What follows belongs to an exercise in optimizing a design on an open flow for a short achievable clock period and few clock cycles per item; a production flow would make more cautious choices.
Where RTL was checked, it was by simulation tests only, not by an equivalence proof against the original.
Power figures rest on the tool's default switching activity, not on a simulated workload.

north:
Design meter_poll_retry_sequencer_unit, start of the top module:
module meter_poll_retry_sequencer_unit
(
  input  wire        clk,
  input  wire        rst_n,
  input  wire        in_valid,
  output logic       in_stall,
  input  mprs_pkg::in_item_t   in_data,
  output logic       out_valid,
  input  wire        out_stall,
  output mprs_pkg::out_item_t  out_data,
  input  wire        psel,
  input  wire        penable,
  input  wire        pwrite,
  input  wire [3:0]  paddr,
  input  wire [31:0] pwdata,
  output logic [31:0] prdata,
  output logic       pready
);
  localparam int CQ_DEPTH = 4;
  logic [15:0] poll_r, poll_nxt;
  logic [11:0] wait_r, wait_nxt;
  logic [3:0]  retry_r, retry_nxt;
  logic        wr_en;
  logic        wr_poll, wr_wait, wr_retry;
  logic [15:0] pollm2_r;      
  logic        pollle1_r;     
  logic [11:0] waitm1_r;      
  logic        waitnz_r;      
  logic [3:0]  retrym1_r;     
  logic        retrynz_r;     
  assign pready = 1'b1;
  assign wr_en  = psel && penable && pwrite;
  always_comb begin
    poll_nxt  = poll_r;
    wait_nxt  = wait_r;
    retry_nxt = retry_r;
    if (wr_en) begin
      case (paddr[3:2])
        REG_POLL:  poll_nxt  = pwdata[15:0];
        REG_WAIT:  wait_nxt  = pwdata[11:0];
        REG_RETRY: retry_nxt = pwdata[3:0];
        default: begin
        end
      endcase
    end
  end
  assign wr_poll  = wr_en && (paddr[3:2] == REG_POLL);
  assign wr_wait  = wr_en && (paddr[3:2] == REG_WAIT);
  assign wr_retry = wr_en && (paddr[3:2] == REG_RETRY);
  always_ff @(posedge clk) begin
    if (!rst_n) begin
  ...
Size in the first run: about 730 flip-flops.
export LEC_CHECK = 0
export ABC_CLOCK_PERIOD_IN_PS = 2500
export CAP_MARGIN = 20
export CORE_MARGIN = 2
export CORE_UTILIZATION = 65
export SETUP_SLACK_MARGIN = 2.5
export SLEW_MARGIN = 20
create_clock -name core_clock -period 5.0 [get_ports {clk}]
run.sh (not shown) runs the stock make flow with config.mk's settings and CLKGATE_MAP_FILE= SYNTH_SCRIPT=/design/flow/synth_recipe.tcl, a recipe that flattens the netlist after the stock synthesis.
diff inputs: north => south
Settings: a change of CORE_UTILIZATION from 65 to 40.
Notes after the runs:
Power: south draws more than north
Final critical delay including setup and external delays came out higher on south than on north.
Looking only at share of power burned in the clock network, and setting everything else aside, the lower value of south and north goes to north.
Non-filler instance count after layout, south and north: lower on north
south reports a higher cell area after placement than north does.
On total wirelength of the detailed-routed design, north tracks south almost exactly.
Cmp south and north / area fraction of clock buffers and clock inverters / higher: south
Taking north as the reference, in south final layout net count roughly the same, ratio of final minimum period to clock period now sits higher, number of buffers and inverters on the critical path higher.
Looking at the reports, south completed the entire flow and the layout it produced met the timing, DRC and antenna checks.
The following lists how east was set up differently from south:
Settings: changing CORE_UTILIZATION from 40 to 65.
==> flow/flow/run.sh (new file) <==
#!/bin/bash
# Own layout flow: the standard synthesis and ORFS flow, with the port buffers
# inserted as real buffers (buf_4) instead of the smallest delay cell, and the
# timing repair allowed to resize across cell footprints.
set -euo pipefail
cd "$(dirname "${BASH_SOURCE[0]}")/.."
bash standard.sh synth > flow_synth.log 2>&1
export BUFFER_PORTS_ARGS="-buffer_cell sky130_fd_sc_hd__buf_4"
bash standard.sh MATCH_CELL_FOOTPRINT=0 finish > flow_layout.log 2>&1
==> flow/standard.sh (new file) <==
#!/bin/bash
# synth_recipe.tcl (not shown) runs the flow's synth.tcl, then flattens the netlist and writes it again
# the make line also repeats each setting of config.mk as NAME=value (left out here)
make -C /OpenROAD-flow-scripts/flow DESIGN_CONFIG=/design/flow/config.mk WORK_HOME=/design/flow/orfs CLKGATE_MAP_FILE= SYNTH_SCRIPT=/design/flow/synth_recipe.tcl "${@:-finish}"
removed: flow/run.sh
Findings:
A capture point of the worst path of prdata[11] is what south shows, while prdata[14] belongs to east.
Changes observed in east relative to south: number of standard cells in the final layout excluding fillers shows a reduction of 401, total buffers and inverters traversed by the critical path shows a reduction of 2, worst setup slack shows an increase of 0.16 ns.
No run of this note included a check of the RTL's function; only the layout flow was run.

========
== run A ==
Another version of the RTL of meter_poll_retry_sequencer_unit (not shown whole).
Size in the first run: roughly 2300 cells after synthesis, ~790 flip-flops, roughly 120 I/O pins.
## meter_poll_retry_sequencer_unit
module meter_poll_retry_sequencer_unit
(
  input  wire        clk,
  input  wire        rst_n,
  input  wire        in_valid,
  output logic       in_stall,
  input  mprs_pkg::in_item_t   in_data,
  output logic       out_valid,
  input  wire        out_stall,
  output mprs_pkg::out_item_t  out_data,
  input  wire        psel,
  input  wire        penable,
  input  wire        pwrite,
  input  wire [3:0]  paddr,
  input  wire [31:0] pwdata,
  output logic [31:0] prdata,
  output logic       pready
);
  localparam int CQ_DEPTH = 4;
  logic [15:0] poll_r;
  logic [11:0] wait_r;
  logic [3:0]  retry_r;
  logic        wr_en, wr_poll, wr_wait, wr_retry;
  logic [15:0] pollm1_r;      
  logic        pollle1_r;     
  logic [11:0] waitm1_r;      
  logic        waitnz_r;      
  logic [3:0]  retrym1_r;     
  logic        retrynz_r;     
  assign pready   = 1'b1;
  assign wr_en    = psel && penable && pwrite;
  assign wr_poll  = wr_en && (paddr[3:2] == REG_POLL);
  assign wr_wait  = wr_en && (paddr[3:2] == REG_WAIT);
  assign wr_retry = wr_en && (paddr[3:2] == REG_RETRY);
  always_ff @(posedge clk) begin
    if (!rst_n) begin
      poll_r    <= POLL_RST;
      pollm1_r  <= POLL_RST - 16'd1;
      pollle1_r <= 1'b0;
    end else if (wr_poll) begin
      poll_r    <= pwdata[15:0];
      pollm1_r  <= pwdata[15:0] - 16'd1;
      pollle1_r <= pwdata[15:1] == 15'd0;
    end
  end
  always_ff @(posedge clk) begin
    if (!rst_n) begin
      wait_r   <= WAIT_RST;
      waitm1_r <= WAIT_RST - 12'd1;
  ...
clock: 5.0 ns
lec_check: 0
abc_clock_period_in_ps: 2500
cap_margin: 20
core_margin: 2
core_utilization: 70
place_density: 0.75
setup_slack_margin: 2.5
slew_margin: 20
standard.sh (not shown) runs the stock make flow with config.mk's settings and CLKGATE_MAP_FILE= SYNTH_SCRIPT=/design/flow/synth_recipe.tcl, a recipe that flattens the netlist after the stock synthesis.
==> flow/flow/run.sh <==
#!/bin/bash
# Own layout flow: the standard synthesis and ORFS flow, with the port buffers
# inserted as real buffers (buf_4) instead of the smallest delay cell, and the
# timing repair allowed to resize across cell footprints.
set -euo pipefail
cd "$(dirname "${BASH_SOURCE[0]}")/.."
bash standard.sh synth > flow_synth.log 2>&1
export BUFFER_PORTS_ARGS="-buffer_cell sky130_fd_sc_hd__buf_4"
bash standard.sh MATCH_CELL_FOOTPRINT=0 finish > flow_layout.log 2>&1
Run A: full flow OK, the timing, DRC and antenna checks passed
Testbench counts of run A, summed over its fixed seeds: cycles 24,013, items 24,000.
[inputs] run B vs run A
diff --git a/flow/config.mk b/flow/config.mk
--- a/flow/config.mk
+++ b/flow/config.mk
@@ -10,4 +10,3 @@
 export CORE_MARGIN = 2
-export CORE_UTILIZATION = 70
-export PLACE_DENSITY = 0.75
+export CORE_UTILIZATION = 65
 export SETUP_SLACK_MARGIN = 2.5
==> summary.txt <==
- Taking run A as the reference, in run B height of the die picked up an extra about 3.7%; detailed-route wire length shrank by 0.34%; area of the die climbed 7.5%.
- Between run B and run A, shortest clock period the worst path allows after layout is higher for run A, run B comes in under that.
- [run B vs run A] worst-case setup margin in the final layout: higher in run B
For run C, these inputs were changed with respect to run B:
diff --git a/flow/config.mk b/flow/config.mk
--- a/flow/config.mk
+++ b/flow/config.mk
@@ -7,3 +7,3 @@
 export LEC_CHECK = 0
-export ABC_CLOCK_PERIOD_IN_PS = 2500
+export ABC_CLOCK_PERIOD_IN_PS = 1500
 export CAP_MARGIN = 20
## What came out
Run C | status: complete | timing, DRC, antenna: pass. Diff run B..run C | global-route usage | unchanged. Slack of the critical path: run B vs run C identical. Core utilization: run C vs run B identical.

-- afterwards: timing with drivers on the ports --
In the flow no input, the clock included, has a driving cell. The finished layouts below were timed again as built, in two steps. Step 1 assumes that a clkbuf_16 drives the clock port and a buf_2 every other input. Step 2, shift: input delay + t, output delay - t, t = (earliest + latest rising clock arrival at the registers) / 2. This alone moves slack from input paths to output paths. Three values: ideal, step 1, step 2; two values: the first two.
run | t (ns) | slack for setup (ns) | worst setup path at the end
north | 0.657 | 2.207 / 2.169 / 1.695 | input to register
south | 0.673 | 2.165 / 2.124 / 1.567 | input to register
east | 0.658 | 2.322 / 2.239 / 1.687 | input to register
run A | 0.659 | 2.355 / 2.213 / 1.977 | input to register
run B | 0.652 | 2.360 / 2.222 / 1.986 | input to register
run C | 0.652 | 2.360 / 2.222 / 1.986 | input to register
After both steps setup and hold are still met in every run listed. The setup slack of east, which loses most, moves by -0.083 ns with the drivers and by -0.635 ns with both steps.
